This design comes from an exercise in tuning for small area and a short achievable clock period on the open sky130 flow, not from production work. Where RTL was checked, it was by simulation tests only, not by an equivalence proof against the original. The RTL of runs 1 to 3 was laid out without a check of its function. Power figures rest on the tool's default switching activity, not on a simulated workload.

File: design/flow/design.v
module conv_window_reader #(
  parameter int MAX_OUTST = 4
) (
  input  logic               clk_i,
  input  logic               rst_i,
  input  logic               start_i,
  input  logic [31:0]        base_i,
  input  logic [31:0]        iw_i,
  input  logic [31:0]        ih_i,
  input  logic [31:0]        k_i,
  output logic               mem_req_o,
  output logic [31:0]        mem_addr_o,
  input  logic               mem_gnt_i,
  input  logic               mem_rvalid_i,
  output logic signed [31:0] loop_i_o,
  output logic signed [31:0] loop_j_o,
  output logic signed [31:0] loop_wi_o,
  output logic signed [31:0] loop_wj_o,
  output logic               out_valid_o,
  output logic               busy_o,
  output logic               done_o
);
  function automatic logic [19:0] inc20(input logic [19:0] a);
    logic c;
    c = 1'b1;
    for (int n = 0; n < 20; n++) begin
      inc20[n] = a[n] ^ c;
      c = c & a[n];
    end
  endfunction
  function automatic logic [19:0] dec20(input logic [19:0] a);
    logic c;
    c = 1'b1;
    for (int n = 0; n < 20; n++) begin
      dec20[n] = a[n] ^ c;
      c = c & ~a[n];
    end
  endfunction
  function automatic logic [19:0] add20(input logic [19:0] a, input logic [19:0] b,
                                        input logic ci);
    logic c;
    c = ci;
    for (int n = 0; n < 20; n++) begin
      add20[n] = a[n] ^ b[n] ^ c;
      c = (a[n] & b[n]) | (c & (a[n] ^ b[n]));
    end
  endfunction
  logic st_busy, st_b;
  logic run, idle;
  logic [MAX_OUTST:1] cnt_q;    
  logic start_acc, cfg_zero, push, pop;
  logic [31:0] base_q;
  logic [9:0]  iw_q;
  logic [3:0]  km1_q;           
  logic [3:0]  wp_q, hp_q;      
  logic [9:0]  dx_q, dy_q;      
  logic        fc_q, fr_q;      
  logic [19:0] t_q;             
  logic [19:0] w_q;             
  logic        pad_q;           
  logic [9:0]  ri_q, rj_q;
  logic [4:0]  rwi_q, rwj_q;
  assign idle      = !st_busy && !st_b;
  assign run       = st_busy && st_b;
  assign start_acc = idle && start_i;
  assign cfg_zero  = (iw_i[9:0] == '0) || (ih_i[9:0] == '0) || (k_i[3:0] == '0);
  assign mem_req_o = run && !cnt_q[MAX_OUTST];
  assign push      = mem_req_o && mem_gnt_i;
  assign pop       = mem_rvalid_i && cnt_q[1];
  assign out_valid_o = pop;
  assign busy_o    = st_busy;
  assign done_o    = !st_busy && st_b;
  function automatic logic [29:0] add30bk(input logic [29:0] a, input logic [29:0] b);
    logic [29:0] g, p, x;
    x = a ^ b;
    g = a & b;
    p = x;
    for (int d = 1; d < 30; d = d * 2) begin
      for (int n = 2 * d - 1; n < 30; n = n + 2 * d) begin
        g[n] = g[n] | (p[n] & g[n-d]);
        p[n] = p[n] & p[n-d];
      end
    end
    for (int d = 8; d >= 1; d = d / 2) begin
      for (int n = 3 * d - 1; n < 30; n = n + 2 * d) begin
        g[n] = g[n] | (p[n] & g[n-d]);
        p[n] = p[n] & p[n-d];
      end
    end
    add30bk = x ^ {g[28:0], 1'b0};
  endfunction
  function automatic logic [31:0] add32bk(input logic [31:0] a, input logic [31:0] b);
    logic [31:0] g, p, x;
    x = a ^ b;
    g = a & b;
    p = x;
    for (int d = 1; d < 32; d = d * 2) begin
      for (int n = 2 * d - 1; n < 32; n = n + 2 * d) begin
        g[n] = g[n] | (p[n] & g[n-d]);
        p[n] = p[n] & p[n-d];
      end
    end
    for (int d = 8; d >= 1; d = d / 2) begin
      for (int n = 3 * d - 1; n < 32; n = n + 2 * d) begin
        g[n] = g[n] | (p[n] & g[n-d]);
        p[n] = p[n] & p[n-d];
      end
    end
    add32bk = x ^ {g[30:0], 1'b0};
  endfunction
  logic [29:0] asum;
  assign asum = add30bk(base_q[31:2], {10'b0, t_q & {20{!pad_q}}});
  assign mem_addr_o = {asum, base_q[1:0]};
  logic lw, lh, li, lj, last_tap;
  assign lw = (wp_q == km1_q);
  assign lh = (hp_q == km1_q);
  assign li = (dx_q == 10'd1);
  assign lj = (dy_q == 10'd1);
  assign last_tap = lw && lh && li && lj;
  logic [19:0] wp_inc, hp_inc, dx_dec, dy_dec, w_inc, c2, t_add, t_sum;
  assign wp_inc = inc20({16'b0, wp_q});
  assign hp_inc = inc20({16'b0, hp_q});
  assign dx_dec = dec20({10'b0, dx_q});
  assign dy_dec = dec20({10'b0, dy_q});
  assign w_inc  = inc20(w_q);
  assign c2     = add20({10'b0, iw_q}, {16'hffff, ~km1_q}, 1'b1);
  assign t_add  = lw ? c2 : 20'd1;
  logic [31:0] t_sum32;
  assign t_sum32 = add32bk({12'b0, t_q}, {12'b0, t_add});
  assign t_sum = t_sum32[19:0];
  logic [3:0]  wp_n, hp_n;
  logic [9:0]  dx_n, dy_n;
  logic        fc_n, fr_n, pad_n, ypad_n, ypad_q;
  logic [19:0] t_n, w_n;
  always_comb begin
    wp_n = wp_inc[3:0];
    hp_n = hp_q;
    dx_n = dx_q;
    dy_n = dy_q;
    fc_n = fc_q;
    fr_n = fr_q;
    w_n  = w_q;
    t_n  = t_sum;
    if (lw) begin
      wp_n = '0;
      hp_n = hp_inc[3:0];
      if (lh) begin
        hp_n = '0;
        w_n  = w_inc;
        t_n  = w_inc;
        fc_n = 1'b0;
        dx_n = dx_dec[9:0];
        if (li) begin
          fc_n = 1'b1;
          dx_n = iw_q;
          fr_n = 1'b0;
          dy_n = dy_dec[9:0];
        end
      end
    end
    ypad_n = ypad_q;
    if (!lw)      pad_n = ypad_q || ({6'b0, wp_q} >= dx_q);
    else if (!lh) begin ypad_n = ({6'b0, hp_q} >= dy_q); pad_n = fc_q || ypad_n; end
    else if (!li) begin ypad_n = fr_q; pad_n = fr_q; end
    else          begin ypad_n = 1'b0; pad_n = 1'b1; end
  end
  always_ff @(posedge clk_i) begin
    if (start_acc) begin
      base_q <= base_i;
      iw_q   <= iw_i[9:0];
      km1_q  <= k_i[3:0] - 4'd1;
      wp_q   <= '0;
      hp_q   <= '0;
      dx_q   <= iw_i[9:0];
      dy_q   <= ih_i[9:0];
      fc_q   <= 1'b1;
      fr_q   <= 1'b1;
      t_q    <= ~{10'b0, iw_i[9:0]};             
      w_q    <= ~{10'b0, iw_i[9:0]};
      pad_q  <= 1'b1;
      ypad_q <= 1'b1;
    end else if (push) begin
      wp_q  <= wp_n;
      hp_q  <= hp_n;
      dx_q  <= dx_n;
      dy_q  <= dy_n;
      fc_q  <= fc_n;
      fr_q  <= fr_n;
      t_q   <= t_n;
      w_q   <= w_n;
      pad_q <= pad_n;
      ypad_q <= ypad_n;
    end
  end
  logic [19:0] rwi_inc, rwj_inc, ri_inc, rj_inc;
  assign rwi_inc = inc20({15'b0, rwi_q});
  assign rwj_inc = inc20({15'b0, rwj_q});
  assign ri_inc  = inc20({10'b0, ri_q});
  assign rj_inc  = inc20({10'b0, rj_q});
  always_ff @(posedge clk_i) begin
    if (start_acc) begin
      ri_q  <= '0;
      rj_q  <= '0;
      rwi_q <= '1;
      rwj_q <= '1;
    end else if (pop) begin
      if (rwi_inc[3:0] != km1_q) begin
        rwi_q <= rwi_inc[4:0];
      end else begin
        rwi_q <= '1;
        if (rwj_inc[3:0] != km1_q) begin
          rwj_q <= rwj_inc[4:0];
        end else begin
          rwj_q <= '1;
          if (ri_inc[9:0] != iw_q) begin
            ri_q <= ri_inc[9:0];
          end else begin
            ri_q <= '0;
            rj_q <= rj_inc[9:0];
          end
        end
      end
    end
  end
  assign loop_i_o  = {22'b0, ri_q};
  assign loop_j_o  = {22'b0, rj_q};
  assign loop_wi_o = {{27{rwi_q[4]}}, rwi_q};
  assign loop_wj_o = {{27{rwj_q[4]}}, rwj_q};
  always_ff @(posedge clk_i) begin
    if (rst_i) begin
      cnt_q <= '0;
    end else begin
      case ({push, pop})
        2'b10:   cnt_q <= {cnt_q[MAX_OUTST-1:1], 1'b1};
        2'b01:   cnt_q <= {1'b0, cnt_q[MAX_OUTST:2]};
        default: cnt_q <= cnt_q;
      endcase
    end
  end
  always_ff @(posedge clk_i) begin
    if (rst_i) begin
      st_busy <= 1'b0;
      st_b    <= 1'b0;
    end else begin
      case ({st_busy, st_b})
        2'b00: if (start_i) begin st_busy <= !cfg_zero; st_b <= 1'b1; end
        2'b11: if (push && last_tap) st_b <= 1'b0;
        2'b10: if (pop && !cnt_q[2]) begin st_busy <= 1'b0; st_b <= 1'b1; end
        default: begin st_busy <= 1'b0; st_b <= 1'b0; end
      endcase
    end
  end
endmodule
File: design/flow/flow/run.sh
#!/bin/bash
set -euo pipefail
bash standard.sh \
  "BUFFER_PORTS_ARGS=-buffer_cell sky130_fd_sc_hd__buf_1" \
  "SETUP_SLACK_MARGIN=${SETUP_MARGIN_NS:-9.8}" \
  finish > standard_flow.log 2>&1
File: design/flow/standard.sh
#!/bin/bash
# synth_recipe.tcl (not shown) runs the flow's synth.tcl, then flattens the netlist and writes it again
# the make line also repeats each setting of config.mk as NAME=value (left out here)
make -C /OpenROAD-flow-scripts/flow DESIGN_CONFIG=/design/flow/config.mk WORK_HOME=/design/flow/orfs CLKGATE_MAP_FILE= SYNTH_SCRIPT=/design/flow/synth_recipe.tcl "${@:-finish}"
File: design/flow/config.mk
export PLATFORM = sky130hd
export DESIGN_NAME = conv_window_reader
export DESIGN_NICKNAME = conv_window_reader
export VERILOG_FILES = /design/flow/design.v
export SDC_FILE = /design/flow/constraint.sdc
export NUM_CORES = 4
export LEC_CHECK = 0
export CAP_MARGIN = 20
export CORE_MARGIN = 2
export CORE_UTILIZATION = 80
export CTS_BUF_LIST = sky130_fd_sc_hd__clkbuf_8
export SLEW_MARGIN = 20
File: design/flow/constraint.sdc
create_clock -name core_clock -period 17.0 [get_ports {clk_i}]
set_input_delay 3.4000 -clock core_clock [delete_from_list [all_inputs] [get_ports {clk_i}]]
set_output_delay 3.4000 -clock core_clock [all_outputs]
set_load 0.01 [all_outputs]
==> metrics.md, run 1 <==
| Metric | Value |
|---|---|
| Status | `complete, no violations` |
| CTS tree | `yes` |
| Final min period | `7180 ps` |
| Final WL | `21400 um` |
| Die Width | `117 um` |
| Clock share of power | `30.3%` |
| Critical Path End Type | `primary output` |
| CTS Buf Count | `17` |
| Latest clock arrival within the worst-skew pair | `470 ps` |
| I/O Buffers | `180` |
| Power per Cell Area | `85.7 nW/um2` |
| Number of unique standard cell types used by synthesis | `64` |
| Htree depth | `4` |
| Final slew viol count | `0` |
| Clock tree sinks | `154` |
| IO Count | `297` |
| Grt ovf | `0` |
| Core area | `12500 um2` |
| Achievable clock frequency | `139 MHz` |
| Unrepaired setup endpoints after global routing | `false` |
| Max-cap violations | `0` |
| Clk slew on worst S/H paths | `90 ps` |
| Switch Pwr | `282 uW` |
| # fillers | `709` |
| Layout cell share with drive strength beyond 1 | `5.10%` |
| DR vias/cell | `5.76` |
| P_int | `647 uW` |
| Actual slew at the worst max-slew pin | `1060 ps` |
| Drt initial violations | `555` |
| Most used DFF post-synth | `edfxtp_1` |
| Root Driver | `clkbuf_8` |
| Placer congestion estimate | `0.860` |
| Async set-reset flop share out of synthesis | `0%` |
| Sequential-to-total area share from yosys stat | `40.6%` |
| Area post-placement | `10400 um2` |
| Worst setup SP type | `input pin` |
| Post-route cell area | `10800 um2` |
| Crit Path Category | `in2out` |
| Die Ht | `117 um` |
| Setup Skew | `11.2 ps` |
| Net Sw Frac | `30.4%` |
| Cell leakage power | `4.75 nW` |
| Synth Register Bits | `154` |
| Ys Warns | `1` |
| Diodes inserted | `0` |
| Util after Layout | `86.6%` |
| Clk buf depth | `2` |
| Hold Slack | `479 ps` |
| Syn avg cell area | `10.3 um2` |
| Synth Instances | `988` |
| Wire per inst | `16.6 um` |
| First-pass GRT wire length | `33100 um` |
| Final setup TNS | `0 ps` |
| Vias in the first global route | `6963` |
| Worst Hold Class | `reg2reg` |
| Peak VDD IR | `71.2 uV` |
| Vias | `7419` |
| HPWL after DPL | `15300 um` |
| Max_slew headroom | `29.4%` |
| Fin. Hold Viols | `0` |
| WP data required | `13600 ps` |
| Residual DRC count | `0` |
| Critical Path Fanout Max | `2` |
| Starting Density | `81.6%` |
| Pin count of the biggest net entering global routing | `87` |
| Initial antenna violation count | `0` |
| Crit path arrival time | `3780 ps` |
| Finish-stage setup viols | `0` |
| Initial DRT Pass Iterations | `5` |
| Total track usage | `31.9%` |
| Post-DRT Antenna Nets | `0` |
| Final net count | `1380` |
| Area of the mapped netlist | `10200 um2` |
| Area grow syn2layout | `6.15%` |
| EDFF count, synth | `106` |
| Reg power frac | `50.3%` |
| Logic gate share of total power | `19.4%` |
| Die Area | `13700 um2` |
| Row cnt | `41` |
| Final period utilization | `42.2%` |
## synth_stat cells (all sizes together), types with 2 or more instances
| library cell | count | area [um2] |
|---|---|---|
| o31ai | 2 | 15.0 |
| ha | 120 | 1500 |
| a22o | 8 | 70.1 |
| inv | 61 | 229 |
| nand3 | 17 | 85.1 |
| nor2 | 50 | 188 |
| and4 | 4 | 35.0 |
| a32o | 2 | 20.0 |
| nand4 | 9 | 56.3 |
| fa | 23 | 460 |
| o211a | 3 | 30.0 |
| nor3b | 3 | 33.8 |
| a21boi | 2 | 15.0 |
| clkbuf | 18 | 67.6 |
| nor4b | 2 | 23.8 |
| a21oi | 54 | 270 |
| xor2 | 39 | 342 |
| nand2 | 103 | 392 |
| o211ai | 11 | 82.6 |
| o21a | 4 | 30.0 |
| nor4 | 7 | 58.8 |
| buf | 115 | 828 |
| a211oi | 10 | 75.1 |
| edfxtp | 106 | 3180 |
| o21bai | 3 | 22.5 |
| a21o | 11 | 82.6 |
| dfxtp | 48 | 961 |
| nand4b | 2 | 17.5 |
| or3 | 6 | 37.5 |
| nor2b | 16 | 100 |
| a31oi | 4 | 25.0 |
| xnor2 | 22 | 193 |
| and2 | 4 | 25.0 |
| nor3 | 8 | 51.3 |
| mux2i | 12 | 120 |
| nand2b | 18 | 113 |
| o21ai | 43 | 215 |
| and3 | 2 | 12.5 |
## routing by layer
| layer | part of all wire (%) | track usage (%) |
|---|---|---|
| met1 | 41 | 40.5 |
| met2 | 49 | 53.9 |
| met3 | 6.9 | 6.85 |
| met4 | 3.0 | 12.5 |
| met5 | 0 | 0 |
## logic make-up (layout without fill, tap and decap cells)
kind of cell	Yosys count	in the layout	share of synthesized area, %
muxes	13	13	1.29
adders and majority gates	143	143	19.2
DFF	154	154	40.6
AOI/OAI and AO/OA	167	167	10.3
and+or+nand+nor	255	255	12.3
buffers and inverters	194	280	11.0
other	1	44	0.0367
xor gates and xnor gates	61	61	5.23
## final timing paths
check | startpoint | endpoint | slack, ps | cells after the start
max | mem_rvalid_i | out_valid_o | 9820 | 4
min | fc_q$_SDFFE_PP1P_ | fc_q$_SDFFE_PP1P_ | 480 | 1
max reg2reg | km1_q[0]$_DFFE_PP_ | t_q[19]$_SDFFCE_PP1P_ | 10940 | 23
min reg2reg | fc_q$_SDFFE_PP1P_ | fc_q$_SDFFE_PP1P_ | 480 | 1
## critical path, stage by stage
cell and delay, ps:
buf_1 100, nand2_2 80, inv_2 100, buf_6 110
## power by group through the flow
stage | registers, mW | clock network [mW] | logic, mW
final | 0.468 | 0.281 | 0.180
after global placement | 0.474 | 0 | 0.167
after detailed placement | 0.475 | 0 | 0.176
after floorplan | 0.469 | 0 | 0.147
after CTS | 0.467 | 0.281 | 0.179
after global routing | 0.472 | 0.295 | 0.205
## sequential cells by signal, summed over array words and instances, names as in the netlist, 10 cells and up
register and count:
base_q 32, t_q 20, w_q 20, dx_q 10
dy_q 10, iw_q 10, ri_q 10, rj_q 10
## stage by stage
| step | std cells | worst slack [ps] | power (mW) |
|---|---|---|---|
| after floorplan | 1031 | 9890 | 0.616 |
| after global placement | 1255 | 9520 | 0.641 |
| after detailed placement | 1255 | 9510 | 0.651 |
| after CTS | 1289 | 9840 | 0.927 |
| after global routing | 1289 | 9820 | 0.971 |
| final | 1289 | 9820 | 0.929 |
## final cells by class
| type | instances | area, um2 | area share [%] |
|---|---|---|---|
| sequential | 154 | 4150 | 38.3 |
| multi-input combinational | 683 | 5120 | 47.3 |
| timing repair buffer | 187 | 736 | 6.79 |
| tap | 172 | 215 | 1.99 |
| clock inverter | 13 | 126 | 1.17 |
| inverter | 61 | 230 | 2.12 |
| clock buffer | 19 | 262 | 2.41 |
## placed cells by master, fill, tap and decap left out, types with 3 or more instances in the layout
cell and instances:
nand4_1 9, a22o_1 8, o211ai_1 11, conb_1 44, clkinv_2 5, inv_2 4, nand3_1 17, o21a_1 4
o21bai_1 3, o21ai_0 30, nor4_1 6, and2_1 4, mux2i_1 12, buf_1 179, clkbuf_8 19, xor2_1 39
edfxtp_1 106, xnor2_1 22, o211a_1 3, a21oi_1 54, dfxtp_1 47, nor2b_1 16, nor3_1 7, a211oi_1 10
and4_1 4, nand2b_1 18, inv_1 58, nand2_1 99, buf_4 7, o21ai_1 12, a31oi_1 4, nand2_2 4
or3_1 6, a21o_1 11, fa_1 23, nor2_1 50, ha_1 120
## repair_timing
item | 4_1_cts | 5_1_grt
hold buffers | 0 | 0
buffers inserted | 2 | 0
gates resized for setup | 4 | 2
pin swaps | 1 | 0
endpoints found under the setup margin | 2 | 16
==> run 2: changes to the inputs <==
--- a/design/flow/design.v
+++ b/design/flow/design.v
@@ -21,4 +21,6 @@
   output logic               done_o
 );
+  localparam int CNT_W = $clog2(MAX_OUTST + 1);
+  localparam logic [CNT_W-1:0] CNT_MAX = CNT_W'(MAX_OUTST);
   function automatic logic [19:0] inc20(input logic [19:0] a);
     logic c;
@@ -48,5 +50,5 @@
   logic st_busy, st_b;
   logic run, idle;
-  logic [MAX_OUTST:1] cnt_q;    
+  logic [CNT_W-1:0] cnt_q;
   logic start_acc, cfg_zero, push, pop;
   logic [31:0] base_q;
@@ -65,7 +67,7 @@
   assign start_acc = idle && start_i;
   assign cfg_zero  = (iw_i[9:0] == '0) || (ih_i[9:0] == '0) || (k_i[3:0] == '0);
-  assign mem_req_o = run && !cnt_q[MAX_OUTST];
+  assign mem_req_o = run && (cnt_q != CNT_MAX);
   assign push      = mem_req_o && mem_gnt_i;
-  assign pop       = mem_rvalid_i && cnt_q[1];
+  assign pop       = mem_rvalid_i && (cnt_q != '0);
   assign out_valid_o = pop;
   assign busy_o    = st_busy;
@@ -118,15 +120,13 @@
   assign lj = (dy_q == 10'd1);
   assign last_tap = lw && lh && li && lj;
-  logic [19:0] wp_inc, hp_inc, dx_dec, dy_dec, w_inc, c2, t_add, t_sum;
-  assign wp_inc = inc20({16'b0, wp_q});
-  assign hp_inc = inc20({16'b0, hp_q});
-  assign dx_dec = dec20({10'b0, dx_q});
-  assign dy_dec = dec20({10'b0, dy_q});
-  assign w_inc  = inc20(w_q);
-  assign c2     = add20({10'b0, iw_q}, {16'hffff, ~km1_q}, 1'b1);
-  assign t_add  = lw ? c2 : 20'd1;
+  logic [19:0] wp_inc, dx_dec, c2m1, t_a, t_b, t_sum;
+  assign wp_inc = inc20({16'b0, lw ? hp_q : wp_q});
+  assign dx_dec = dec20({10'b0, li ? dy_q : dx_q});
+  assign c2m1   = add20({10'b0, iw_q}, {16'hffff, ~km1_q}, 1'b0);    
+  assign t_a    = (lw && lh) ? w_q : t_q;
+  assign t_b    = (lw && !lh) ? c2m1 : 20'd0;
   logic [31:0] t_sum32;
-  assign t_sum32 = add32bk({12'b0, t_q}, {12'b0, t_add});
-  assign t_sum = t_sum32[19:0];
+  assign t_sum32 = add32bk({11'b0, t_a, 1'b1}, {11'b0, t_b, 1'b1});
+  assign t_sum = t_sum32[20:1];
   logic [3:0]  wp_n, hp_n;
   logic [9:0]  dx_n, dy_n;
@@ -144,9 +144,8 @@
     if (lw) begin
       wp_n = '0;
-      hp_n = hp_inc[3:0];
+      hp_n = wp_inc[3:0];
       if (lh) begin
         hp_n = '0;
-        w_n  = w_inc;
-        t_n  = w_inc;
+        w_n  = t_sum;
         fc_n = 1'b0;
         dx_n = dx_dec[9:0];
@@ -155,5 +154,5 @@
           dx_n = iw_q;
           fr_n = 1'b0;
-          dy_n = dy_dec[9:0];
+          dy_n = dx_dec[9:0];
         end
       end
@@ -232,6 +231,6 @@
     end else begin
       case ({push, pop})
-        2'b10:   cnt_q <= {cnt_q[MAX_OUTST-1:1], 1'b1};
-        2'b01:   cnt_q <= {1'b0, cnt_q[MAX_OUTST:2]};
+        2'b10:   cnt_q <= cnt_q + CNT_W'(1);
+        2'b01:   cnt_q <= cnt_q - CNT_W'(1);
         default: cnt_q <= cnt_q;
       endcase
@@ -246,5 +245,5 @@
         2'b00: if (start_i) begin st_busy <= !cfg_zero; st_b <= 1'b1; end
         2'b11: if (push && last_tap) st_b <= 1'b0;
-        2'b10: if (pop && !cnt_q[2]) begin st_busy <= 1'b0; st_b <= 1'b1; end
+        2'b10: if (pop && cnt_q == CNT_W'(1)) begin st_busy <= 1'b0; st_b <= 1'b1; end
         default: begin st_busy <= 1'b0; st_b <= 1'b0; end
       endcase
==> design/flow/flow/run.sh (replaced) <==
#!/bin/bash
set -euo pipefail
bash standard.sh \
  "BUFFER_PORTS_ARGS=-buffer_cell sky130_fd_sc_hd__buf_1" \
  "SETUP_SLACK_MARGIN=${SETUP_MARGIN_NS:-9.9}" \
  "SKIP_REPAIR_TIE_FANOUT=1" \
  "CTS_ARGS=-sink_clustering_enable -repair_clock_nets -buf_list sky130_fd_sc_hd__clkbuf_8 -sink_clustering_size 30 -sink_clustering_max_diameter 120 -sink_clustering_levels 1" \
  finish > standard_flow.log 2>&1
==> run 2 against run 1 <==
  * Combinational power grew 53%
  * Total power increased by 18%
  * Highest routed layer unchanged
  * Global-route usage grew 2.3 points
  * Largest power group unchanged
  * Setup slack improved by 44 ps
  * Critical path depth did not move
  * Cell area fell by 2.8%
==> metrics.md, run 2 <==
| Metric | Value |
|---|---|
| Status | `complete, no violations (unchanged)` |
| Cell leakage power | `4.41 nW (was 4.75 nW)` |
| Latest clock arrival within the worst-skew pair | `480 ps (was 470 ps)` |
| Most used DFF post-synth | `edfxtp_1 (unchanged)` |
| Power per Cell Area | `104 nW/um2 (was 85.7 nW/um2)` |
| HPWL after DPL | `15600 um (was 15300 um)` |
| Diodes inserted | `0 (unchanged)` |
| Vias in the first global route | `7286 (was 6963)` |
| Commonest cells after routing, fill and taps aside | `176 x buf_1, 106 x edfxtp_1, 91 x ha_1 (was 179 x buf_1, 120 x ha_1, 106 x edfxtp_1)` |
| CTS tree | `yes (unchanged)` |
| Unrepaired setup endpoints after global routing | `true (was false)` |
| Tot Pwr | `1.09 mW (was 929 uW)` |
| Top cells by area, synth | `edfxtp_1 32%, ha_1 12%, dfxtp_1 9.6%, buf_4 7.7%, fa_1 3.7% (was edfxtp_1 31%, ha_1 15%, dfxtp_1 9.4%, buf_4 7.6%, fa_1 4.5%)` |
| Ys Warns | `1 (unchanged)` |
| Initial DRT Pass Iterations | `5 (unchanged)` |
| Final min period | `7140 ps (was 7180 ps)` |
| Cell with the most instances after synthesis | `edfxtp_1 (was ha_1)` |
| Residual DRC count | `0 (unchanged)` |
| Root Driver | `clkbuf_8 (unchanged)` |
| # fillers | `605 (was 709)` |
| Worst Hold Class | `reg2reg (unchanged)` |
| Peak VDD IR | `90.6 uV (was 71.2 uV)` |
| Top cells by count, synth | `106 x edfxtp_1, 101 x buf_4, 94 x ha_1 (was 120 x ha_1, 106 x edfxtp_1, 103 x buf_4)` |
| Finish-stage setup viols | `0 (unchanged)` |
| IO Count | `297 (unchanged)` |
| Crit Path Category | `in2out (unchanged)` |
| Area grow syn2layout | `7.04% (was 6.15%)` |
| Final slew viol count | `0 (unchanged)` |
| EDFF count, synth | `106 (unchanged)` |
| Clk slew on worst S/H paths | `90 ps (about the same)` |
| WP data required | `13600 ps (about the same)` |
| Core area | `12000 um2 (was 12500 um2)` |
| Die Width | `115 um (was 117 um)` |
| CTS Buf Count | `17 (unchanged)` |
| Clk buf depth | `2 (unchanged)` |
| Area of the mapped netlist | `9840 um2 (was 10200 um2)` |
| Die Area | `13200 um2 (was 13700 um2)` |
| Wire per inst | `19.4 um (was 16.6 um)` |
| Final period utilization | `42.0% (was 42.2%)` |
| Commonest non-fill, non-tap cell in the layout | `buf_1 (unchanged)` |
| First-pass GRT wire length | `35000 um (was 33100 um)` |
| Actual slew at the worst max-slew pin | `1010 ps (was 1060 ps)` |
| Fin. Hold Viols | `0 (unchanged)` |
| Drt initial violations | `572 (was 555)` |
| Register name with the most flops | `base_q (unchanged)` |
| Max_slew headroom | `32.4% (was 29.4%)` |
| Number of unique standard cell types used by synthesis | `63 (was 64)` |
| Post-DRT Antenna Nets | `0 (unchanged)` |
| Grt ovf | `0 (unchanged)` |
| Max reg flops | `32 (unchanged)` |
| Clock tree sinks | `153 (was 154)` |
| Biggest regs | `base_q (32), t_q (20), w_q (20) (unchanged)` |
| Synth Instances | `930 (was 988)` |
| Total track usage | `34.2% (was 31.9%)` |
| Crit path arrival time | `3740 ps (was 3780 ps)` |
| Worst setup SP type | `input pin (unchanged)` |
| DR vias/cell | `6.22 (was 5.76)` |
| Max-cap violations | `0 (unchanged)` |
| Pin count of the biggest net entering global routing | `63 (was 87)` |
| Placer congestion estimate | `0.888 (was 0.860)` |
| Async set-reset flop share out of synthesis | `0% (unchanged)` |
| Top cell type by total area after synthesis | `edfxtp_1 (unchanged)` |
| I/O Buffers | `180 (unchanged)` |
| Final setup TNS | `0 ps (unchanged)` |
| Achievable clock frequency | `140 MHz (was 139 MHz)` |
| Vias | `7300 (was 7419)` |
| Synth Register Bits | `153 (was 154)` |
| Starting Density | `81.9% (was 81.6%)` |
| Final WL | `22700 um (was 21400 um)` |
| Area post-placement | `9840 um2 (was 10400 um2)` |
| Die Ht | `115 um (was 117 um)` |
| Layout cell share with drive strength beyond 1 | `10.0% (was 5.10%)` |
| Syn avg cell area | `10.6 um2 (was 10.3 um2)` |
| Critical Path End Type | `primary output (unchanged)` |
| Synth top area share | `32.3% (was 31.2%)` |
| Initial antenna violation count | `0 (unchanged)` |
| Post-route cell area | `10500 um2 (was 10800 um2)` |
| Final net count | `1258 (was 1380)` |
| Sequential-to-total area share from yosys stat | `41.9% (was 40.6%)` |
| Critical Path Fanout Max | `2 (unchanged)` |
| Setup Skew | `19.3 ps (was 11.2 ps)` |
| Htree depth | `4 (unchanged)` |
| Row cnt | `40 (was 41)` |
## run 2: path summary, 6_finish.rpt
path / end / depth (start not counted) / slack, ps / start
worst min-delay path: rwi_q[3]$_SDFFE_PP1P_ / 2 / 510 / rwi_q[3]$_SDFFE_PP1P_
worst max-delay path: out_valid_o / 4 / 9860 / mem_rvalid_i
worst max register to register: t_q[18]$_DFFE_PP_ / 25 / 10780 / km1_q[0]$_DFFE_PP_
worst min register to register: rwi_q[3]$_SDFFE_PP1P_ / 2 / 510 / rwi_q[3]$_SDFFE_PP1P_
## run 2: layout make-up
class,count,area [um2],share of cell area (%)
clock buffer,17,234,2.22
clock inverter,15,255,2.42
inverter,41,154,1.46
multi-input combinational,607,4790,45.5
sequential,153,4130,39.2
tap,147,184,1.75
timing repair buffer,193,791,7.51
## run 2: cell families after synthesis
kind of cell / Yosys count / synth area share (%)
fa+ha+maj: 113 / 15.7
buf+inv: 170 / 10.8
simple gates: 251 / 12.4
other cells: 1 / 0.0381
flops: 153 / 41.9
xor+xnor: 63 / 6.06
mux: 37 / 3.94
compound gates: 142 / 9.04
## run 2: where the power goes
part	internal, mW	leakage (nW)	total [mW]	switching (mW)
clock network	0.202	0.242	0.342	0.140
registers	0.442	1.37	0.476	0.0340
logic	0.108	2.80	0.275	0.167
## run 2: timing repair
| action | 4_1_cts | 5_1_grt |
|---|---|---|
| pin swaps | 6 | 1 |
| setup buffers | 7 | 1 |
| endpoints found under the setup margin | 21 | 17 |
| gates resized for setup | 24 | 7 |
| hold buffers | 0 | 0 |
## run 2: metal layers
layer  global-route usage, %  up-vias  part of all wire (%)
met5                       0        -                     0
met2                    59.5      410                    51
met4                    15.3        0                   3.3
met3                    8.49       76                   8.3
li1                        -     3332                     -
met1                    40.4     3482                    37
## run 2: through the flow
stage                     worst slack [ps]  std cells  util [%]  hold WS (ps)
final                                 9860       1173      87.7           505
after global routing                  9850       1173      87.7           532
after detailed placement              9690       1133      81.9           493
after global placement                9710       1133      81.9           460
after CTS                             9880       1172      87.2           509
after floorplan                       9980        930         -           428
## run 2: critical path, cell delays in order
cell	delay, ps
buf_6	100
o21ai_4	60
inv_2	60
buf_6	120
==> run 3: changes to the inputs <==
--- a/design/flow/config.mk
+++ b/design/flow/config.mk
@@ -8,5 +8,5 @@
 export CAP_MARGIN = 20
 export CORE_MARGIN = 2
-export CORE_UTILIZATION = 80
+export CORE_UTILIZATION = 85
 export CTS_BUF_LIST = sky130_fd_sc_hd__clkbuf_8
 export SLEW_MARGIN = 20
==> run 3 against run 2 <==
  * Critical path depth is 9 higher
  * Routed wire length increased by 13%
  * Still clean on timing, DRC and antenna
  * Largest cell class unchanged
  * Setup slack worse by 120 ps
  * Total power increased by 3.0%
  * Utilization up 4.9 points
==> metrics.md, run 3 <==
| Metric | Value |
|---|---|
| Area grow syn2layout | `7.02% (was 7.04%)` |
| Met3 Use GR | `8.44% (was 8.49%)` |
| Peak VDD IR | `110 uV (was 90.6 uV)` |
| Biggest regs | `base_q (32), t_q (20), w_q (20) (unchanged)` |
| Synth top area share | `32.3% (unchanged)` |
| Core area | `11400 um2 (was 12000 um2)` |
| Register name with the most flops | `base_q (unchanged)` |
| Finish-stage setup viols | `0 (unchanged)` |
| Htree depth | `4 (unchanged)` |
| Non-Filler Instances | `1171 (was 1173)` |
| Layout cell share with drive strength beyond 1 | `10.5% (was 10.0%)` |
| Commonest cells after routing, fill and taps aside | `173 x buf_1, 106 x edfxtp_1, 92 x ha_1 (was 176 x buf_1, 106 x edfxtp_1, 91 x ha_1)` |
| Worst setup SP type | `register (was input pin)` |
| Pin count of the biggest net entering global routing | `63 (unchanged)` |
| Starting Density | `86.6% (was 81.9%)` |
| HP Start | `fr_q$_SDFFE_PP1P_ (was rwi_q[3]$_SDFFE_PP1P_)` |
| Max_slew headroom | `28.4% (was 32.4%)` |
| Commonest non-fill, non-tap cell in the layout | `buf_1 (unchanged)` |
| Critical R2R Launch | `km1_q[0]$_DFFE_PP_ (unchanged)` |
| Adder-Cell Fraction of Synth Area | `15.7% (unchanged)` |
| Max-cap violations | `0 (unchanged)` |
| Initial DRT Pass Iterations | `8 (was 5)` |
| Number of unique standard cell types used by synthesis | `63 (unchanged)` |
| Final net count | `1260 (was 1258)` |
| Area post-placement | `9830 um2 (was 9840 um2)` |
| Final slew viol count | `0 (unchanged)` |
| Crit-path cells | `nor2b_1 > ha_1 > nor2b_2 > o21a_2 > o21ai_4 > a31oi_4 > buf_4 > or2_2 > a21o_1 > a21o_1 > fa_2 > xor2_1 > buf_2 (was buf_6 > o21ai_4 > inv_2 > buf_6)` |
| Die Width | `112 um (was 115 um)` |
| CP Buf/Inv Count | `2 (was 3)` |
| Post-DRT Antenna Nets | `0 (unchanged)` |
| Placer congestion estimate | `0.921 (was 0.888)` |
| Critical Path End Type | `primary output (unchanged)` |
| Diodes inserted | `0 (unchanged)` |
| CTS Buf Count | `17 (unchanged)` |
| Worst Hold Class | `reg2reg (unchanged)` |
| Worst R2R Setup Slack | `10670 ps (was 10780 ps)` |
| Clk buf depth | `2 (unchanged)` |
| # fillers | `420 (was 605)` |
| Root Driver | `clkbuf_8 (unchanged)` |
| Setup ws final | `9750 ps (was 9860 ps)` |
| Setup Skew | `16.8 ps (was 19.3 ps)` |
| Syn avg cell area | `10.6 um2 (unchanged)` |
| Main combinational cell family by area after synthesis | `adder cells (unchanged)` |
| Row cnt | `39 (was 40)` |
| Reg-to-reg endpoint | `w_q[18]$_DFFE_PP_ (was t_q[18]$_DFFE_PP_)` |
| Max reg flops | `32 (unchanged)` |
| Place WS | `9530 ps (was 9690 ps)` |
| IO Count | `297 (unchanged)` |
| Final period utilization | `42.7% (was 42.0%)` |
| Hold Slack | `495 ps (was 505 ps)` |
| Crit Path Category | `reg2out (was in2out)` |
| Final min period | `7250 ps (was 7140 ps)` |
| Cell leakage power | `4.40 nW (was 4.41 nW)` |
| Die Ht | `112 um (was 115 um)` |
| Critical Path Fanout Max | `2 (unchanged)` |
| Ys Warns | `1 (unchanged)` |
| CTS tree | `yes (unchanged)` |
| Sequential-to-total area share from yosys stat | `41.9% (unchanged)` |
| Tot Pwr | `1.12 mW (was 1.09 mW)` |
| Synth Instances | `930 (unchanged)` |
| Top cells by area, synth | `edfxtp_1 32%, ha_1 12%, dfxtp_1 9.6%, buf_4 7.7%, fa_1 3.7% (unchanged)` |
| Worst r2r path cells | `25 (unchanged)` |
| Async set-reset flop share out of synthesis | `0% (unchanged)` |
| Initial antenna violation count | `0 (unchanged)` |
| Clock tree sinks | `153 (unchanged)` |
| Util after Layout | `92.6% (was 87.7%)` |
| CP max stage cell | `edfxtp_1 (was buf_6)` |
| Vias in the first global route | `7577 (was 7286)` |
| Top cell type by total area after synthesis | `edfxtp_1 (unchanged)` |
| Wire per inst | `21.9 um (was 19.4 um)` |
| Unrepaired setup endpoints after global routing | `true (unchanged)` |
| Cell with the most instances after synthesis | `edfxtp_1 (unchanged)` |
| I/O Buffers | `180 (unchanged)` |
| Post-route cell area | `10500 um2 (about the same)` |
| Latest clock arrival within the worst-skew pair | `490 ps (was 480 ps)` |
| Residual DRC count | `0 (unchanged)` |
| Status | `complete, no violations (unchanged)` |
| Actual slew at the worst max-slew pin | `1070 ps (was 1010 ps)` |
| Crit path arrival time | `3850 ps (was 3740 ps)` |
| DR vias/cell | `6.69 (was 6.22)` |
| Dpl cells | `1129 (was 1133)` |
| Achievable clock frequency | `138 MHz (was 140 MHz)` |
| Hold Path Depth | `2 (unchanged)` |
| Area of the mapped netlist | `9840 um2 (unchanged)` |
| Total track usage | `39.4% (was 34.2%)` |
| Top cells by count, synth | `106 x edfxtp_1, 101 x buf_4, 94 x ha_1 (unchanged)` |
| Final setup TNS | `0 ps (unchanged)` |
| Power per Cell Area | `107 nW/um2 (was 104 nW/um2)` |
| Grt ovf | `0 (unchanged)` |
| Most used DFF post-synth | `edfxtp_1 (unchanged)` |
| Hold Path Sink | `fr_q$_SDFFE_PP1P_ (was rwi_q[3]$_SDFFE_PP1P_)` |
| Drt initial violations | `1043 (was 572)` |
| Post-Synth XOR/XNOR Area | `6.06% (unchanged)` |
| Synth Area in Simple Gates | `12.4% (unchanged)` |
| Top Usage Layer GRT | `met2 (unchanged)` |
| Final WL | `25700 um (was 22700 um)` |
| Hold buffers post-CTS | `0 (unchanged)` |
| Met1 usage | `47.5% (was 40.4%)` |
| Critical Path Max Stage Delay | `400 ps (was 120 ps)` |
| Vias | `7830 (was 7300)` |
| Most used cell, CP | `a21o_1 (was buf_6)` |
| Fin. Hold Viols | `0 (unchanged)` |
| First-pass GRT wire length | `38600 um (was 35000 um)` |
| Clk slew on worst S/H paths | `100 ps (was 90 ps)` |
| Die Area | `12500 um2 (was 13200 um2)` |
| EDFF count, synth | `106 (unchanged)` |
| Met2 usage | `69.0% (was 59.5%)` |
| Cell family with most CP delay | `compound AO/OA/AOI/OAI gates (was buffers and inverters)` |
| WP data required | `13600 ps (about the same)` |
| HPWL after DPL | `15800 um (was 15600 um)` |
| Synth Register Bits | `153 (unchanged)` |
| Multiplexer share of the synthesized area | `3.94% (unchanged)` |
| Compound-cell area share of the yosys netlist | `9.04% (unchanged)` |
run 3: logic make-up after synthesis:
kind of cell	count (synthesis)
XOR/XNOR	63
AO/OA/AOI/OAI	142
adder cells (fa/ha/maj)	113
multiplexers	37
flip-flops	153
other	1
buffers and inverters	170
AND/OR/NAND/NOR	251
run 3: worst max-delay path by stage:
stage / depth (start not counted) / slack (ps) / endpoint / startpoint
2_1_floorplan: 2 / 9980 / out_valid_o / mem_rvalid_i
3_3_place_gp: 4 / 9710 / out_valid_o / mem_rvalid_i
5_1_grt: 15 / 9640 / mem_addr_o[13] / t_q[0]$_DFFE_PP_
4_1_cts: 4 / 9880 / out_valid_o / mem_rvalid_i
3_5_place_dp: 15 / 9530 / mem_addr_o[31] / pad_q$_SDFFE_PP1P_
6_report: 13 / 9750 / mem_addr_o[13] / t_q[2]$_DFFE_PP_
run 3: power by group:
group / switching [mW] / total [mW] / internal, mW
sequential: 0.0366 / 0.478 / 0.442
combinational: 0.176 / 0.286 / 0.110
clock: 0.143 / 0.360 / 0.217
run 3: repair_timing:
action / CTS / global route
pin swaps: 2 / 5
gates resized for setup: 17 / 16
hold endpoints to repair: 0 / 0
setup buffers: 4 / 6
endpoints found under the setup margin: 23 / 10
run 3: routing by layer:
metal	vias up	share of wire [%]
met5	-	0
met4	0	5.8
met3	162	11
met2	686	50
met1	3659	33
li1	3323	-
run 3: area by class of cell:
type	count	area [um2]	area share (%)
clock inverter	15	279	2.65
sequential	153	4130	39.2
clock buffer	17	234	2.22
tap	143	179	1.70
inverter	41	154	1.46
timing repair buffer	195	807	7.66
multi-input combinational	607	4750	45.1
run 3: tightest hold or removal path, cell delays in order (launching register included):
cell,delay [ps]
dfxtp_1,350
nand2_1,60
nand2_1,50
==> run 4: changes to the inputs <==
--- a/design/flow/design.v
+++ b/design/flow/design.v
@@ -56,5 +56,5 @@
   logic [3:0]  km1_q;           
   logic [3:0]  wp_q, hp_q;      
-  logic [9:0]  dx_q, dy_q;      
+  logic [9:0]  ndx_q, ndy_q;    
   logic        fc_q, fr_q;      
   logic [19:0] t_q;             
@@ -117,10 +117,10 @@
   assign lw = (wp_q == km1_q);
   assign lh = (hp_q == km1_q);
-  assign li = (dx_q == 10'd1);
-  assign lj = (dy_q == 10'd1);
+  assign li = (ndx_q == ~10'd1);
+  assign lj = (ndy_q == ~10'd1);
   assign last_tap = lw && lh && li && lj;
-  logic [19:0] wp_inc, dx_dec, c2m1, t_a, t_b, t_sum;
+  logic [19:0] wp_inc, ndx_inc, c2m1, t_a, t_b, t_sum;
   assign wp_inc = inc20({16'b0, lw ? hp_q : wp_q});
-  assign dx_dec = dec20({10'b0, li ? dy_q : dx_q});
+  assign ndx_inc = inc20({10'b0, li ? ndy_q : ndx_q});
   assign c2m1   = add20({10'b0, iw_q}, {16'hffff, ~km1_q}, 1'b0);    
   assign t_a    = (lw && lh) ? w_q : t_q;
@@ -130,5 +130,5 @@
   assign t_sum = t_sum32[20:1];
   logic [3:0]  wp_n, hp_n;
-  logic [9:0]  dx_n, dy_n;
+  logic [9:0]  ndx_n, ndy_n;
   logic        fc_n, fr_n, pad_n, ypad_n, ypad_q;
   logic [19:0] t_n, w_n;
@@ -136,6 +136,6 @@
     wp_n = wp_inc[3:0];
     hp_n = hp_q;
-    dx_n = dx_q;
-    dy_n = dy_q;
+    ndx_n = ndx_q;
+    ndy_n = ndy_q;
     fc_n = fc_q;
     fr_n = fr_q;
@@ -149,16 +149,16 @@
         w_n  = t_sum;
         fc_n = 1'b0;
-        dx_n = dx_dec[9:0];
+        ndx_n = ndx_inc[9:0];
         if (li) begin
           fc_n = 1'b1;
-          dx_n = iw_q;
+          ndx_n = ~iw_q;
           fr_n = 1'b0;
-          dy_n = dx_dec[9:0];
+          ndy_n = ndx_inc[9:0];
         end
       end
     end
     ypad_n = ypad_q;
-    if (!lw)      pad_n = ypad_q || ({6'b0, wp_q} >= dx_q);
-    else if (!lh) begin ypad_n = ({6'b0, hp_q} >= dy_q); pad_n = fc_q || ypad_n; end
+    if (!lw)      pad_n = ypad_q || ({6'b0, wp_q} >= ~ndx_q);
+    else if (!lh) begin ypad_n = ({6'b0, hp_q} >= ~ndy_q); pad_n = fc_q || ypad_n; end
     else if (!li) begin ypad_n = fr_q; pad_n = fr_q; end
     else          begin ypad_n = 1'b0; pad_n = 1'b1; end
@@ -171,6 +171,6 @@
       wp_q   <= '0;
       hp_q   <= '0;
-      dx_q   <= iw_i[9:0];
-      dy_q   <= ih_i[9:0];
+      ndx_q  <= ~iw_i[9:0];
+      ndy_q  <= ~ih_i[9:0];
       fc_q   <= 1'b1;
       fr_q   <= 1'b1;
@@ -182,6 +182,6 @@
       wp_q  <= wp_n;
       hp_q  <= hp_n;
-      dx_q  <= dx_n;
-      dy_q  <= dy_n;
+      ndx_q <= ndx_n;
+      ndy_q <= ndy_n;
       fc_q  <= fc_n;
       fr_q  <= fr_n;
==> design/flow/flow/run.sh (replaced) <==
#!/bin/bash
set -euo pipefail
bash standard.sh \
  "BUFFER_PORTS_ARGS=-buffer_cell sky130_fd_sc_hd__buf_1" \
  "SETUP_SLACK_MARGIN=${SETUP_MARGIN_NS:-9.9}" \
  "SKIP_REPAIR_TIE_FANOUT=1" \
  "CTS_ARGS=-sink_clustering_enable -repair_clock_nets -buf_list {sky130_fd_sc_hd__clkbuf_2 sky130_fd_sc_hd__clkbuf_4 sky130_fd_sc_hd__clkbuf_8}" \
  finish > standard_flow.log 2>&1
--- a/design/flow/config.mk
+++ b/design/flow/config.mk
@@ -8,5 +8,5 @@
 export CAP_MARGIN = 20
 export CORE_MARGIN = 2
-export CORE_UTILIZATION = 85
+export CORE_UTILIZATION = 80
 export CTS_BUF_LIST = sky130_fd_sc_hd__clkbuf_8
 export SLEW_MARGIN = 20
==> run 4 against run 3 <==
  * Synthesized cell count is 1.1% lower
  * Utilization is 6.9 points lower
  * Cell area is 3.0% lower
  * Via count is 9.7% lower
  * Area after synthesis is 1.3% lower
  * Non-clock buffer count is 4 lower
  * Fmax is 1.5% higher
  * Routed wire length is 17% lower
  * Total power is 12% lower
  * Clock-buffer cell count is 1 higher
  * Global-route usage is 5.9 points lower
  * Worst hold slack worse by 18 ps
  * Critical path type is now in2out
==> metrics.md, run 4 <==
| Metric | Value |
|---|---|
| Status | `complete, no violations (unchanged)` |
| Vias in the first global route | `7094 (was 7577)` |
| Commonest non-fill, non-tap cell in the layout | `buf_1 (unchanged)` |
| # fillers | `658 (was 420)` |
| Residual DRC count | `0 (unchanged)` |
| Max_slew headroom | `31.1% (was 28.4%)` |
| Reg power frac | `47.7% (was 42.5%)` |
| Crit-path cells | `buf_6 > o21ai_4 > inv_2 > buf_6 (was nor2b_1 > ha_1 > nor2b_2 > o21a_2 > o21ai_4 > a31oi_4 > buf_4 > or2_2 > a21o_1 > a21o_1 > fa_2 > xor2_1 > buf_2)` |
| Cell leakage power | `4.34 nW (was 4.40 nW)` |
| Critical R2R Launch | `km1_q[0]$_DFFE_PP_ (unchanged)` |
| Synth Register Bits | `153 (unchanged)` |
| Critical Path Fanout Max | `2 (unchanged)` |
| Vias | `7071 (was 7830)` |
| Non-Filler Instances | `1162 (was 1171)` |
| Critical Path Max Stage Delay | `120 ps (was 400 ps)` |
| Cell family with most CP delay | `buffers and inverters (was compound AO/OA/AOI/OAI gates)` |
| Actual slew at the worst max-slew pin | `1030 ps (was 1070 ps)` |
| Power per Cell Area | `97.4 nW/um2 (was 107 nW/um2)` |
| Hold buffers post-CTS | `0 (unchanged)` |
| Tot Pwr | `995 uW (was 1.12 mW)` |
| Critical Path End Type | `primary output (unchanged)` |
| Biggest regs | `base_q (32), t_q (20), w_q (20) (unchanged)` |
| Syn avg cell area | `10.6 um2 (about the same)` |
| Die Width | `114 um (was 112 um)` |
| Final net count | `1247 (was 1260)` |
| Initial DRT Pass Iterations | `7 (was 8)` |
| Post-DRT Antenna Nets | `0 (unchanged)` |
| Top cell type by total area after synthesis | `edfxtp_1 (unchanged)` |
| Max-cap violations | `0 (unchanged)` |
| Top cells by count, synth | `106 x edfxtp_1, 101 x buf_4, 94 x ha_1 (unchanged)` |
| Max reg flops | `32 (unchanged)` |
| Multiplexer share of the synthesized area | `3.77% (was 3.94%)` |
| Final period utilization | `42.0% (was 42.7%)` |
| Dpl cells | `1123 (was 1129)` |
| Drt initial violations | `556 (was 1043)` |
| Worst setup SP type | `input pin (was register)` |
| Clk slew on worst S/H paths | `90 ps (was 100 ps)` |
| Setup Skew | `10.4 ps (was 16.8 ps)` |
| Ys Warns | `1 (unchanged)` |
| Core area | `11900 um2 (was 11400 um2)` |
| Achievable clock frequency | `140 MHz (was 138 MHz)` |
| Top cells by area, synth | `edfxtp_1 33%, ha_1 12%, dfxtp_1 9.7%, buf_4 7.8%, fa_1 3.7% (was edfxtp_1 32%, ha_1 12%, dfxtp_1 9.6%, buf_4 7.7%, fa_1 3.7%)` |
| Area grow syn2layout | `5.13% (was 7.02%)` |
| Area of the mapped netlist | `9720 um2 (was 9840 um2)` |
| CP Buf/Inv Count | `3 (was 2)` |
| Register name with the most flops | `base_q (unchanged)` |
| Sequential-to-total area share from yosys stat | `42.4% (was 41.9%)` |
| Total track usage | `33.5% (was 39.4%)` |
| Pin count of the biggest net entering global routing | `73 (was 63)` |
| HPWL after DPL | `15200 um (was 15800 um)` |
| Final slew viol count | `0 (unchanged)` |
| Latest clock arrival within the worst-skew pair | `470 ps (was 490 ps)` |
| Row cnt | `40 (was 39)` |
| Clk buf depth | `2 (unchanged)` |
| Synth Area in Simple Gates | `12.6% (was 12.4%)` |
| Htree depth | `4 (unchanged)` |
| Worst Hold Class | `reg2reg (unchanged)` |
| I/O Buffers | `180 (unchanged)` |
| First-pass GRT wire length | `33700 um (was 38600 um)` |
| Compound-cell area share of the yosys netlist | `9.25% (was 9.04%)` |
| Die Area | `13000 um2 (was 12500 um2)` |
| Peak VDD IR | `73.8 uV (was 110 uV)` |
| CTS Buf Count | `17 (unchanged)` |
| Starting Density | `81.6% (was 86.6%)` |
| P_int | `661 uW (was 769 uW)` |
| CP startpoint | `mem_rvalid_i (was t_q[2]$_DFFE_PP_)` |
| Net Sw Frac | `33.5% (was 31.6%)` |
| Cell with the most instances after synthesis | `edfxtp_1 (unchanged)` |
| EDFF count, synth | `106 (unchanged)` |
| IO Count | `297 (unchanged)` |
| Clock share of power | `25.4% (was 32.0%)` |
| Most used DFF post-synth | `edfxtp_1 (unchanged)` |
| Final WL | `21300 um (was 25700 um)` |
| Commonest cells after routing, fill and taps aside | `177 x buf_1, 106 x edfxtp_1, 93 x ha_1 (was 173 x buf_1, 106 x edfxtp_1, 92 x ha_1)` |
| Diodes inserted | `0 (unchanged)` |
| Placer congestion estimate | `0.858 (was 0.921)` |
| Most used cell, CP | `buf_6 (was a21o_1)` |
| Wire per inst | `18.3 um (was 21.9 um)` |
| Number of unique standard cell types used by synthesis | `53 (was 63)` |
| Adder-Cell Fraction of Synth Area | `15.8% (was 15.7%)` |
| CTS tree | `yes (unchanged)` |
| Main combinational cell family by area after synthesis | `adder cells (unchanged)` |
| Root Driver | `clkbuf_8 (unchanged)` |
| Post-Synth XOR/XNOR Area | `5.77% (was 6.06%)` |
| Util after Layout | `85.7% (was 92.6%)` |
| Synth top area share | `32.8% (was 32.3%)` |
| Finish-stage setup viols | `0 (unchanged)` |
| CP max stage cell | `buf_6 (was edfxtp_1)` |
| Layout cell share with drive strength beyond 1 | `7.49% (was 10.5%)` |
| HP Start | `fc_q$_SDFFE_PP1P_ (was fr_q$_SDFFE_PP1P_)` |
| Synth Instances | `920 (was 930)` |
| Async set-reset flop share out of synthesis | `0% (unchanged)` |
| Crit path arrival time | `3740 ps (was 3850 ps)` |
| Crit Path Category | `in2out (was reg2out)` |
| Unrepaired setup endpoints after global routing | `true (unchanged)` |
| Final setup TNS | `0 ps (unchanged)` |
| Grt ovf | `0 (unchanged)` |
| WP data required | `13600 ps (about the same)` |
| Die Ht | `114 um (was 112 um)` |
| Clock tree sinks | `153 (unchanged)` |
| Logic gate share of total power | `26.9% (was 25.4%)` |
| Initial antenna violation count | `0 (unchanged)` |
| Fin. Hold Viols | `0 (unchanged)` |
| Switch Pwr | `334 uW (was 356 uW)` |
| DR vias/cell | `6.09 (was 6.69)` |
| Final min period | `7140 ps (was 7250 ps)` |
## run 4: cell types whose count changed after synthesis, moves of 7 or more
| cell | change |
|---|---|
| o21ai_0 | +14 |
| a22o_1 | +7 |
| xor2_1 | +11 |
| nand2_1 | +11 |
| a21oi_1 | -28 |
| o211ai_1 | +10 |
| clkbuf_1 | +7 |
| nor2_1 | -12 |
| o21a_1 | +8 |
## run 4: power by group through the flow
stage | sequential (mW) | combinational (mW) | clock (mW)
after floorplan | 0.475 | 0.223 | 0
after global placement | 0.480 | 0.235 | 0
after detailed placement | 0.483 | 0.252 | 0
after CTS | 0.474 | 0.264 | 0.254
after global routing | 0.479 | 0.296 | 0.266
final | 0.475 | 0.268 | 0.253
## run 4: final cells by class
| cell class | count | area (um2) | share of cell area (%) |
|---|---|---|---|
| clock buffers | 18 | 241 | 2.36 |
| inverters | 36 | 135 | 1.32 |
| multi-input cells | 603 | 4640 | 45.5 |
| well taps | 147 | 184 | 1.80 |
| clock inverters | 14 | 106 | 1.04 |
| repair buffers | 191 | 774 | 7.58 |
| flip-flops and latches | 153 | 4130 | 40.4 |
## run 4: cells by family after synthesis
| kind of cell | count (synthesis) |
|---|---|
| and+or+nand+nor | 250 |
| buffers and inverters | 164 |
| DFF | 153 |
| AOI/OAI and AO/OA | 141 |
| adders and majority gates | 112 |
| xor gates and xnor gates | 64 |
| muxes | 35 |
| other | 1 |
## run 4: what timing repair did
| item | in CTS | in global routing |
|---|---|---|
| setup endpoints to repair | 19 | 5 |
| pin swaps | 3 | 5 |
| buffers inserted | 4 | 3 |
| hold endpoints to repair | 0 | 0 |
| resized for setup | 11 | 8 |
## run 4: through the flow
step,worst slack [ps],hold WS [ps],cell area [um2]
after detailed placement,9670,452,9740
final,9860,478,10200
after CTS,9860,474,10200
after global routing,9850,503,10200
after floorplan,10000,428,9720
after global placement,9670,437,9740
## run 4: routing by layer
metal | global-route usage [%] | routed length [um] | up-vias
met5 | 0 | 0 | -
met4 | 18.8 | 891 | 0
met2 | 57.5 | 10900 | 303
met3 | 7.09 | 1390 | 74
li1 | - | - | 3293
met1 | 39.3 | 8090 | 3401
## run 4: worst reg2reg max path, cell delays in order, from the launching register on
cell	delay [ps]
edfxtp_1	570
inv_1	90
ha_1	200
fa_1	380
fa_1	400
fa_1	370
inv_1	90
ha_1	150
ha_1	140
ha_1	140
ha_1	140
ha_1	140
ha_1	220
nand2_2	130
inv_1	380
ha_1	360
a21oi_1	250
a32oi_2	100
o211ai_2	230
nand2_1	90
ha_1	200
o21ai_0	250
xor2_1	180
nand2_1	80
## run 4: path summary, 6_finish.rpt
kind / slack [ps] / end / cells after the start
worst max-delay path: 9860 / out_valid_o / 4
worst min-delay path: 480 / fc_q$_SDFFE_PP1P_ / 1
worst max register to register: 11450 / t_q[18]$_DFFE_PP_ / 23
worst min register to register: 480 / fc_q$_SDFFE_PP1P_ / 1
==> run 5: changes to the inputs <==
==> design/flow/flow/run.sh (replaced) <==
#!/bin/bash
set -euo pipefail
bash standard.sh \
  "BUFFER_PORTS_ARGS=-buffer_cell sky130_fd_sc_hd__buf_1" \
  "SETUP_SLACK_MARGIN=${SETUP_MARGIN_NS:-9.9}" \
  "SKIP_REPAIR_TIE_FANOUT=1" \
  "CTS_ARGS=-sink_clustering_enable -repair_clock_nets -buf_list sky130_fd_sc_hd__clkbuf_8 -sink_clustering_size 30 -sink_clustering_max_diameter 120 -sink_clustering_levels 1" \
  finish > standard_flow.log 2>&1
==> run 5 against run 4 <==
  * Via count increased by 0.49%
  * Global-route usage barely moved
  * Flip-flop and latch count is the same
  * Non-clock buffer count is the same
  * Setup slack barely moved
  * Clock skew rose by 0.74 ps
  * Worst hold slack is essentially flat
  * Fmax barely moved
  * Die area unchanged
  * Cell count stayed put
==> metrics.md, run 5 <==
| Metric | Value |
|---|---|
| Hold Slack | `478 ps (about the same)` |
| Util after Layout | `85.7% (about the same)` |
| Final min period | `7140 ps (about the same)` |
| CTS Buf Count | `17 (unchanged)` |
| Most used DFF post-synth | `edfxtp_1 (unchanged)` |
| Unrepaired setup endpoints after global routing | `true (unchanged)` |
| Final setup TNS | `0 ps (unchanged)` |
| Top cell type by total area after synthesis | `edfxtp_1 (unchanged)` |
| Area grow syn2layout | `5.09% (was 5.13%)` |
| Tot Pwr | `993 uW (was 995 uW)` |
| Top cells by area, synth | `edfxtp_1 33%, ha_1 12%, dfxtp_1 9.7%, buf_4 7.8%, fa_1 3.7% (unchanged)` |
| Initial DRT Pass Iterations | `7 (unchanged)` |
| Peak VDD IR | `71.8 uV (was 73.8 uV)` |
| Setup Skew | `11.1 ps (was 10.4 ps)` |
| Actual slew at the worst max-slew pin | `1030 ps (about the same)` |
| Crit path arrival time | `3740 ps (about the same)` |
| Worst setup SP type | `input pin (unchanged)` |
| Root Driver | `clkbuf_8 (unchanged)` |
| Clock share of power | `25.2% (was 25.4%)` |
| Power per Cell Area | `97.2 nW/um2 (was 97.4 nW/um2)` |
| Die Area | `13000 um2 (unchanged)` |
| Fin. Hold Viols | `0 (unchanged)` |
| Critical Path Fanout Max | `2 (unchanged)` |
| Clk buf depth | `2 (unchanged)` |
| Commonest non-fill, non-tap cell in the layout | `buf_1 (unchanged)` |
| EDFF count, synth | `106 (unchanged)` |
| Post-DRT Antenna Nets | `0 (unchanged)` |
| Reg-to-reg endpoint | `t_q[18]$_DFFE_PP_ (unchanged)` |
| Logic gate share of total power | `27.0% (was 26.9%)` |
| Hold Path Depth | `1 (unchanged)` |
| Hold Path Sink | `fc_q$_SDFFE_PP1P_ (unchanged)` |
| Place WS | `9670 ps (unchanged)` |
| Die Ht | `114 um (unchanged)` |
| I/O Buffers | `180 (unchanged)` |
| Area of the mapped netlist | `9720 um2 (unchanged)` |
| Worst R2R Setup Slack | `11430 ps (was 11450 ps)` |
| # fillers | `660 (was 658)` |
| Critical Path End Type | `primary output (unchanged)` |
| Ys Warns | `1 (unchanged)` |
| Core area | `11900 um2 (unchanged)` |
| Final net count | `1247 (unchanged)` |
| Final period utilization | `42.0% (about the same)` |
| Synth top area share | `32.8% (unchanged)` |
| Row cnt | `40 (unchanged)` |
| Async set-reset flop share out of synthesis | `0% (unchanged)` |
| Vias | `7106 (was 7071)` |
| Vias in the first global route | `7098 (was 7094)` |
| HPWL after DPL | `15200 um (unchanged)` |
| Total track usage | `33.5% (about the same)` |
| CTS tree | `yes (unchanged)` |
| Hold buffers post-CTS | `0 (unchanged)` |
| Max_slew headroom | `31.4% (was 31.1%)` |
| Cell leakage power | `4.35 nW (was 4.34 nW)` |
| Finish-stage setup viols | `0 (unchanged)` |
| Commonest cells after routing, fill and taps aside | `177 x buf_1, 106 x edfxtp_1, 93 x ha_1 (unchanged)` |
| Grt ovf | `0 (unchanged)` |
| Register name with the most flops | `base_q (unchanged)` |
| Setup ws final | `9860 ps (about the same)` |
| Biggest regs | `base_q (32), t_q (20), w_q (20) (unchanged)` |
| Placer congestion estimate | `0.858 (unchanged)` |
| Worst r2r path cells | `23 (unchanged)` |
| Residual DRC count | `0 (unchanged)` |
| Clock tree sinks | `153 (unchanged)` |
| WP data required | `13600 ps (about the same)` |
| IO Count | `297 (unchanged)` |
| Worst Hold Class | `reg2reg (unchanged)` |
| Layout cell share with drive strength beyond 1 | `7.39% (was 7.49%)` |
| Latest clock arrival within the worst-skew pair | `470 ps (about the same)` |
| Syn avg cell area | `10.6 um2 (unchanged)` |
| Reg power frac | `47.8% (was 47.7%)` |
| Number of unique standard cell types used by synthesis | `53 (unchanged)` |
| Sequential-to-total area share from yosys stat | `42.4% (unchanged)` |
| Htree depth | `4 (unchanged)` |
| First-pass GRT wire length | `33700 um (about the same)` |
| Synth Register Bits | `153 (unchanged)` |
| Diodes inserted | `0 (unchanged)` |
| Critical R2R Launch | `km1_q[0]$_DFFE_PP_ (unchanged)` |
| Starting Density | `81.6% (unchanged)` |
| Pin count of the biggest net entering global routing | `73 (unchanged)` |
| Crit Path Category | `in2out (unchanged)` |
| P_int | `659 uW (was 661 uW)` |
| Die Width | `114 um (unchanged)` |
| Cell with the most instances after synthesis | `edfxtp_1 (unchanged)` |
| Final slew viol count | `0 (unchanged)` |
| Synth Instances | `920 (unchanged)` |
| Max reg flops | `32 (unchanged)` |
| Switch Pwr | `333 uW (was 334 uW)` |
| Wire per inst | `18.3 um (about the same)` |
| Final WL | `21300 um (about the same)` |
| Achievable clock frequency | `140 MHz (about the same)` |
| Drt initial violations | `551 (was 556)` |
| DR vias/cell | `6.12 (was 6.09)` |
| Status | `complete, no violations (unchanged)` |
| Initial antenna violation count | `0 (unchanged)` |
| Top cells by count, synth | `106 x edfxtp_1, 101 x buf_4, 94 x ha_1 (unchanged)` |
| HP Start | `fc_q$_SDFFE_PP1P_ (unchanged)` |
| Net Sw Frac | `33.6% (was 33.5%)` |
| Clk slew on worst S/H paths | `80 ps (was 90 ps)` |
| Max-cap violations | `0 (unchanged)` |
## run 5: cell counts after synthesis
Identical to the previous run, type by type.
## run 5: cell families (layout without fill, tap and decap cells)
logic type	after synthesis	in the layout	share of synthesized area (%)
AO/OA/AOI/OAI	141	141	9.25
XOR/XNOR	64	64	5.77
adder cells (fa/ha/maj)	112	112	15.8
buffers and inverters	164	259	10.4
flip-flops	153	153	42.4
multiplexers	35	35	3.77
other	1	1	0.0386
AND/OR/NAND/NOR	250	250	12.6
## run 5: power by group through the flow
| stage | combinational [mW] | clock, mW | sequential (mW) |
|---|---|---|---|
| after CTS | 0.264 | 0.252 | 0.474 |
| after global routing | 0.296 | 0.264 | 0.479 |
| after global placement | 0.235 | 0 | 0.480 |
| final | 0.268 | 0.250 | 0.475 |
| after floorplan | 0.223 | 0 | 0.475 |
| after detailed placement | 0.252 | 0 | 0.483 |
## run 5: worst max path at each step
stage / from / end / slack (ps)
detailed placement: mem_rvalid_i / out_valid_o / 9670
CTS: mem_rvalid_i / out_valid_o / 9860
finish: mem_rvalid_i / out_valid_o / 9860
floorplan: mem_rvalid_i / out_valid_o / 10000
global route: mem_rvalid_i / out_valid_o / 9850
global placement: mem_rvalid_i / out_valid_o / 9670
## run 5: final cells by class
type / count / area [um2] / area share (%)
Clock inverter: 15 / 110 / 1.08
Timing Repair Buffer: 191 / 774 / 7.59
Inverter: 36 / 135 / 1.32
Multi-Input combinational cell: 603 / 4640 / 45.5
Clock buffer: 17 / 234 / 2.29
Tap cell: 147 / 184 / 1.80
Sequential cell: 153 / 4130 / 40.4
## run 5: per-stage QoR
step,instance area (um2),instances
4_1_cts,10200,1159
3_5_place_dp,9740,1123
3_3_place_gp,9740,1123
2_1_floorplan,9720,920
6_report,10200,1162
5_1_grt,10200,1162
## run 5: layer usage
| metal | GRT usage [%] | routed length [um] | part of all wire (%) |
|---|---|---|---|
| met5 | 0 | 0 | 0 |
| met4 | 18.8 | 928 | 4.4 |
| met3 | 7.09 | 1510 | 7.1 |
| met2 | 57.5 | 10900 | 51 |
| met1 | 39.3 | 7970 | 37 |
## run 5: timing repair
action                                  4_1_cts  5_1_grt
gates resized for setup                      11        8
endpoints found under the setup margin       19        5
pin swaps                                     3        5
buffers inserted                              4        3
## run 5: worst max-delay path, stage by stage
cell,delay [ps]
buf_6,100
o21ai_4,60
inv_2,70
buf_6,120

==> afterwards: timing with drivers on the ports <==
How much do the figures lean on ideal ports? The routed layouts below were timed once more, with nothing changed but the port constraints. Step 1 assumes that a clkbuf_16 drives the clock port and a buf_2 every other input. Step 2 moves the port delays by t, midway between the first and last clock arrival at a register: inputs arrive t later, outputs are due t later. That takes back most of the time a late clock gives input paths. Three values: ideal, step 1, step 2; two values: the first two.
| run | shift t [ns] | setup WS [ns] | latest minus earliest clock arrival (ns) | worst slew at a driven data input, ns | pins driven straight from the clock port |
|---|---|---|---|---|---|
| run 1 | 0.500 | 9.818 / 9.796 / 9.796 | 0.012 / 0.011 | 0.05 | 1 |
| run 2 | 0.506 | 9.862 / 9.821 / 9.821 | 0.019 / 0.019 | 0.05 | 1 |
| run 3 | 0.522 | 9.747 / 9.707 / 9.829 | 0.017 / 0.017 | 0.05 | 1 |
| run 4 | 0.505 | 9.856 / 9.814 / 9.814 | 0.012 / 0.012 | 0.05 | 1 |
| run 5 | 0.508 | 9.856 / 9.814 / 9.814 | 0.012 / 0.012 | 0.05 | 1 |
After both steps every run listed still meets setup and hold.
